Context: an optimization exercise on an open-source flow, tuned for a short achievable clock period and few clock cycles per item. The choices shown serve that exercise and are no tape-out recipe. In this exercise RTL edits were held to simulation tests only and were not proved equivalent to the original. The clock input has no modelled driver; a real chip could not lean on it and would need a root buffer or a full tree. No activity file was given, so power comes from the tool's default toggle rates.

Design luby_restart_scheduler, start of the top module:
module luby_restart_scheduler #(
    parameter int INDEX_BITS = lrs_pkg::LRS_INDEX_BITS
) (
    input  wire logic                              clk,
    input  wire logic                              rst_n,
    input  wire logic                              cfg_wr_en,
    input  wire logic [lrs_pkg::LRS_UNIT_W-1:0]    cfg_wr_data,
    input  wire logic                              in_valid,
    output logic                                   in_ready,
    input  wire logic [lrs_pkg::LRS_COUNT_W-1:0]   conflict_count,
    output logic                                   out_valid,
    input  wire logic                              out_ready,
    output logic                                   restart,
    output logic [lrs_pkg::LRS_TOTAL_W-1:0]        restart_total
);
Settings: LEC_CHECK=0, ABC_CLOCK_PERIOD_IN_PS=2000, CAP_MARGIN=20, CORE_MARGIN=2, CORE_UTILIZATION=40, GPL_TIMING_DRIVEN=1, SETUP_SLACK_MARGIN=3.0, SLEW_MARGIN=20; clock period 5.0 ns.
run.sh (not shown) runs the stock make flow with config.mk's settings and CLKGATE_MAP_FILE= SYNTH_SCRIPT=/design/flow/synth_recipe.tcl, a recipe that flattens the netlist after the stock synthesis.
Testbench counts at the start, summed over its fixed seeds: cycles 22,528, items 22,400.
Then changed:
--- a/flow/design.v
+++ b/flow/design.v
@@ -239,33 +239,35 @@
     logic [LRS_COUNT_W-1:0] b_count;
     logic                   b_valid;
     logic                   b_gt_prev;
     logic                   b_gt_old;
     logic                   prev_fire;   
     logic [LRS_COUNT_W-1:0] lim_count;
     logic [GAP_W-1:0]       lim_gap;
     logic [INDEX_BITS-1:0]  total;       
-    logic [QD-1:0]          q_valid;
+    logic [QD-1:0]          q_valid;     
+    logic                   q_empty;     
+    logic                   out_vld;     
     logic [QD-1:0]          q_fire;
     logic [GAP_W-1:0]       gap0;
     logic [GAP_W-1:0]       gap1;
     logic                   accept;
     logic                   fire;
     logic                   total_max;   
     logic                   total_last;  
     logic                   total_step;
     assign accept = in_valid && in_ready_reg;
     logic [3:0][2:0] occ_opt;    
     logic [3:0]      rdy_opt;
     always_comb
     begin
         for (int k = 0; k < 4; k++)
         begin
-            occ_opt[k] = occ_reg + 3'(k[1] && in_ready_reg) - 3'(k[0] && q_valid[0]);
+            occ_opt[k] = occ_reg + 3'(k[1] && in_ready_reg) - 3'(k[0] && !q_empty);
             rdy_opt[k] = occ_opt[k] < 3'(QD);
         end
     end
     always_ff @(posedge clk or negedge rst_n)
     begin
         if (!rst_n)
         begin
             unit_reg   <= LRS_UNIT_RESET;
@@ -380,28 +382,30 @@
     logic [1:0][QD-1:0]     n_fire;
     logic [1:0]             n_load;      
     logic [1:0]             n_hfire;     
     logic [LO-1:0]          head_lo;
     logic [HI-1:0]          head_hi;
     logic [HI-1:0]          head_hi_up;  
     logic                   head_zero;   
     logic                   head_max;    
+    logic [INDEX_BITS-1:0]  out_total;   
+    logic                   out_fire;    
     always_comb
     begin
         for (int t = 0; t < 2; t++)
         begin
             logic          tk;
             logic [QD:0]   sv;
             logic [QD:0]   sf;
             logic [QD-1:0] wr;
-            tk = (t == 1) && q_valid[0];
+            tk = (t == 1) && !q_empty;
             for (int i = 0; i < QD; i++)
             begin
-                sv[i] = tk ? ((i < QD - 1) ? q_valid[i+1] : 1'b0) : q_valid[i];
+                sv[i] = tk ? ((i < QD - 1) ? q_valid[i+1] : 1'b0) : ((i == 0) ? !q_empty : q_valid[i]);
                 sf[i] = tk ? ((i < QD - 1) ? q_fire[i+1]  : 1'b0) : q_fire[i];
             end
             sv[QD] = 1'b0;
             sf[QD] = 1'b0;
             for (int i = 0; i < QD; i++)
                 wr[i] = b_valid && !sv[i] && (i == 0 || sv[i-1]);
             for (int i = 0; i < QD; i++)
             begin
@@ -435,34 +439,44 @@
             end
         end
     end
     always_ff @(posedge clk or negedge rst_n)
     begin
         if (!rst_n)
         begin
             q_valid   <= '0;
+            q_empty   <= 1'b1;
+            out_vld   <= 1'b0;
+            q_fire[0] <= 1'b0;
             head_zero <= 1'b1;
         end
         else
         begin
             q_valid <= n_valid[out_ready];
+            q_empty <= !n_valid[out_ready][0];
+            out_vld <= n_valid[out_ready][0];
+            if (n_load[out_ready])
+                q_fire[0] <= n_hfire[out_ready];
             if (n_load[out_ready])
                 head_zero <= 1'b0;
         end
     end
     always_ff @(posedge clk)
     begin
-        q_fire <= n_fire[out_ready];
+        q_fire[QD-1:1] <= n_fire[out_ready][QD-1:1];
         if (n_load[out_ready])
         begin
             head_lo  <= h_lo[out_ready];
             head_hi  <= h_hi[out_ready];
             head_max <= h_max[out_ready];
         end
         head_hi_up <= head_hi + HI'(1);
+        out_fire   <= n_load[out_ready] ? n_hfire[out_ready] : q_fire[0];
+        out_total  <= n_load[out_ready] ? {h_hi[out_ready], h_lo[out_ready]}
+                                        : {head_hi, head_lo};
     end
     assign in_ready      = in_ready_reg;
-    assign out_valid     = q_valid[0];
-    assign restart       = q_fire[0];
-    assign restart_total = LRS_TOTAL_W'({head_hi, head_lo});
+    assign out_valid     = out_vld;
+    assign restart       = out_fire;
+    assign restart_total = LRS_TOTAL_W'(out_total);
 endmodule
 `default_nettype wire
After rerunning: The new run completed without violations; synthesized cell count goes up by a little under a tenth; critical path depth is unchanged; hold slack is better by 0.027 ns; area after synthesis goes up by a few percent; cell count goes up by a few percent; clock power goes up by a little under a tenth; count of clock-buffer cells in the layout goes up by 7; clock skew goes down by 0.012 ns; total power goes up by roughly a tenth; sequential share of layout area goes down by 0.27 points; worst setup slack is better by 0.13 ns; routed wire length goes up by roughly a tenth.
Testbench counts after the change, summed over its fixed seeds: cycles 22,528, items 22,400.

* * *

## old
Another version of the RTL of luby_restart_scheduler (not shown whole).
Size: about 3900 cells after synthesis, roughly 100 I/O pins.
## luby_restart_scheduler
module luby_restart_scheduler #(
    parameter int INDEX_BITS = lrs_pkg::LRS_INDEX_BITS
) (
    input  wire logic                              clk,
    input  wire logic                              rst_n,
    input  wire logic                              cfg_wr_en,
    input  wire logic [lrs_pkg::LRS_UNIT_W-1:0]    cfg_wr_data,
    input  wire logic                              in_valid,
    output logic                                   in_ready,
    input  wire logic [lrs_pkg::LRS_COUNT_W-1:0]   conflict_count,
    output logic                                   out_valid,
    input  wire logic                              out_ready,
    output logic                                   restart,
    output logic [lrs_pkg::LRS_TOTAL_W-1:0]        restart_total
);
    localparam int SEQ_W = $clog2(INDEX_BITS);
    localparam int GAP_W = LRS_UNIT_W + INDEX_BITS - 1;
    localparam int QD    = 5;
    logic [LRS_UNIT_W-1:0]  unit_reg;
    logic                   reload_n;    
    logic                   reload2_n;   
    logic                   in_ready_reg;
    logic [2:0]             occ_reg;
    logic [LRS_COUNT_W-1:0] a1_count;
    logic                   a1_valid;
    logic [LRS_COUNT_W-1:0] a2_count;
    logic                   a2_valid;
    logic [3:0][12:0]        a2_g;
    logic [3:0][12:0]        a2_p;
  ...
clock: 5.0 ns
lec_check: 0
abc_clock_period_in_ps: 2000
cap_margin: 20
core_margin: 2
core_utilization: 40
gpl_timing_driven: 1
setup_slack_margin: 3.0
slew_margin: 20
synth_hierarchical: 1
standard.sh (not shown) runs the stock make flow with config.mk's settings and CLKGATE_MAP_FILE= SYNTH_SCRIPT=/design/flow/synth_recipe.tcl, a recipe that flattens the netlist after the stock synthesis.
==> flow/flow/run.sh <==
#!/bin/bash
# The standard layout, except that the clock tree is built by
# flow/cts_tree.tcl instead of TritonCTS: the clock port drives four root
# buffers, one per sector of the core, and each drives the buffers of its
# clusters of flip-flops. Everything else (synthesis, floorplan, placement,
# the repairs after CTS, routing and finish) is the standard flow.
# make's own output goes to flow_make.log; each ORFS step keeps its log under
# orfs/logs/.
set -euo pipefail
here=$(pwd)
export PRE_CTS_TCL="$here/flow/cts_tree.tcl"
bash standard.sh PRE_CTS_TCL="$PRE_CTS_TCL" finish > "$here/flow_make.log" 2>&1
Other scripts of this flow, unchanged in this note and not shown: flow/flow/cts_tree.tcl
Testbench counts of old, summed over its fixed seeds: cycles 22,528, items 22,400.
Input changes introduced in new (baseline for comparison: old):
diff --git a/flow/design.v b/flow/design.v
--- a/flow/design.v
+++ b/flow/design.v
@@ -288,36 +288,37 @@
     logic [LRS_COUNT_W-1:0] a2_count;
     logic                   a2_valid;
     logic [3:0][12:0]        a2_g;
     logic [3:0][12:0]        a2_p;
     logic [LRS_COUNT_W-1:0] b_count;
     logic                   b_valid;
     logic [LRS_COUNT_W-1:0] lim_count;
     logic [GAP_W-1:0]       lim_gap;
     logic [INDEX_BITS-1:0]  total;       
-    logic [QD-1:0]          q_valid;
+    logic [QD-1:0]          q_valid;     
+    logic                   q_empty;     
     logic                   out_vld;     
     logic [QD-1:0]          q_fire;
     logic [GAP_W-1:0]       gap0;
     logic [GAP_W-1:0]       gap1;
     logic                   accept;
     logic                   fire;
     logic                   total_max;   
     logic                   total_last;  
     logic                   total_step;
     assign accept = in_valid && in_ready_reg;
     logic [3:0][2:0] occ_opt;    
     logic [3:0]      rdy_opt;
     always_comb
     begin
         for (int k = 0; k < 4; k++)
         begin
-            occ_opt[k] = occ_reg + 3'(k[1] && in_ready_reg) - 3'(k[0] && q_valid[0]);
+            occ_opt[k] = occ_reg + 3'(k[1] && in_ready_reg) - 3'(k[0] && !q_empty);
             rdy_opt[k] = occ_opt[k] < 3'(QD);
         end
     end
     logic [2:0] occ_next;
     logic       rdy_next;
     lrs_pick4 #(.W(4)) u_pick_in (
         .sel ({in_valid, out_ready}),
         .a   ({occ_opt[3], rdy_opt[3], occ_opt[2], rdy_opt[2],
                occ_opt[1], rdy_opt[1], occ_opt[0], rdy_opt[0]}),
@@ -450,23 +451,23 @@
     always_comb
     begin
         for (int c = 0; c < 4; c++)
         begin
             logic          tk;
             logic          f;
             logic [QD:0]   sv;
             logic [QD:0]   sf;
             logic [QD-1:0] wr;
-            tk = c[1] && q_valid[0];
+            tk = c[1] && !q_empty;
             f  = c[0];
             for (int i = 0; i < QD; i++)
             begin
-                sv[i] = tk ? ((i < QD - 1) ? q_valid[i+1] : 1'b0) : q_valid[i];
+                sv[i] = tk ? ((i < QD - 1) ? q_valid[i+1] : 1'b0) : ((i == 0) ? !q_empty : q_valid[i]);
                 sf[i] = tk ? ((i < QD - 1) ? q_fire[i+1]  : 1'b0) : q_fire[i];
             end
             sv[QD] = 1'b0;
             sf[QD] = 1'b0;
             for (int i = 0; i < QD; i++)
                 wr[i] = b_valid_q && !sv[i] && (i == 0 || sv[i-1]);
             for (int i = 0; i < QD; i++)
             begin
                 n_valid[c][i] = sv[i] || wr[i];
@@ -532,25 +533,27 @@
     lrs_pick #(.W(SW)) u_pick_state (
         .sel (out_ready), .a1 (st_opt[1]), .a0 (st_opt[0]), .y (st_int));
     lrs_pick #(.W(OW)) u_pick_out (
         .sel (out_ready), .a1 (out_opt[1]), .a0 (out_opt[0]), .y (st_out));
     always_ff @(posedge clk or negedge rst_n)
     begin
         if (!rst_n)
         begin
             q_valid   <= '0;
+            q_empty   <= 1'b1;
             out_vld   <= 1'b0;
             q_fire[0] <= 1'b0;
             head_live <= 1'b0;
         end
         else
         begin
             q_valid   <= st_int[SW-1 -: QD];
+            q_empty   <= !st_int[SW-1-QD+1];
             out_vld   <= st_out[INDEX_BITS+1];
             q_fire[0] <= st_int[INDEX_BITS+2];
             head_live <= st_int[INDEX_BITS+1];
         end
     end
     always_ff @(posedge clk)
     begin
         q_fire[QD-1:1] <= st_int[SW-1-QD -: QD-1];
         head_max       <= st_int[INDEX_BITS];
## What came out
Going from old to new, area growth from synthesis to layout grows by 1.8 points.
Re critical path depth: new is 1 up on old.
[compare] base=old new=new: design area grew by 710 sq um, sequential power grew by about 1%, worst-skew pair later-pin latency grew by 0.02 ns.
new reports a lower sequential portion of the cell area than old does.
| part of the power in combinational logic | old vs new | ≈ equal |
Compared old against new; worst hold slack within noise.
Testbench counts of new, summed over its fixed seeds: cycles 22,528, items 22,400.
In every run of this note, the design's own scripts or RTL, not TritonCTS, make the clock network.

## port drivers added, routing unchanged
Ports are ideal in the flow. The routed layouts listed here were re-timed in OpenROAD. Step 1, drivers: a clkbuf_16 drives clk and a buf_2 each remaining input, both assumed. Step 2 adds t to the input delays and takes it off the output delays; t is the mean of the earliest and latest rising clock arrival at the registers after step 1. Input paths then give back, and output paths get back, about the clock's delay inside the block. Slacks: no drivers / after step 1 / after step 2; pairs: no drivers / after step 1.
| run | t (ns) | setup slack, ns | worst hold slack (ns) | latest minus earliest clock arrival (ns) | worst slew at a driven data input, ns |
|---|---|---|---|---|---|
| the first run of note 1 | 0.692 | 2.745 / 2.681 / 2.235 | 0.320 / 0.315 / 0.335 | 0.040 / 0.041 | 0.06 |
| the second run of note 1 | 0.698 | 2.880 / 2.819 / 2.342 | 0.347 / 0.347 / 0.347 | 0.031 / 0.032 | 0.10 |
| old | 0.542 | 2.755 / 2.755 / 2.583 | 0.361 / 0.361 / 0.361 | 0.039 / 0.039 | 0.08 |
| new | 0.552 | 2.677 / 2.677 / 2.574 | 0.363 / 0.363 / 0.363 | 0.057 / 0.058 | 0.12 |
After both steps setup and hold are still met in every run listed. The setup slack of the second run of note 1, which loses most, moves by -0.061 ns with the drivers and by -0.538 ns with both steps.
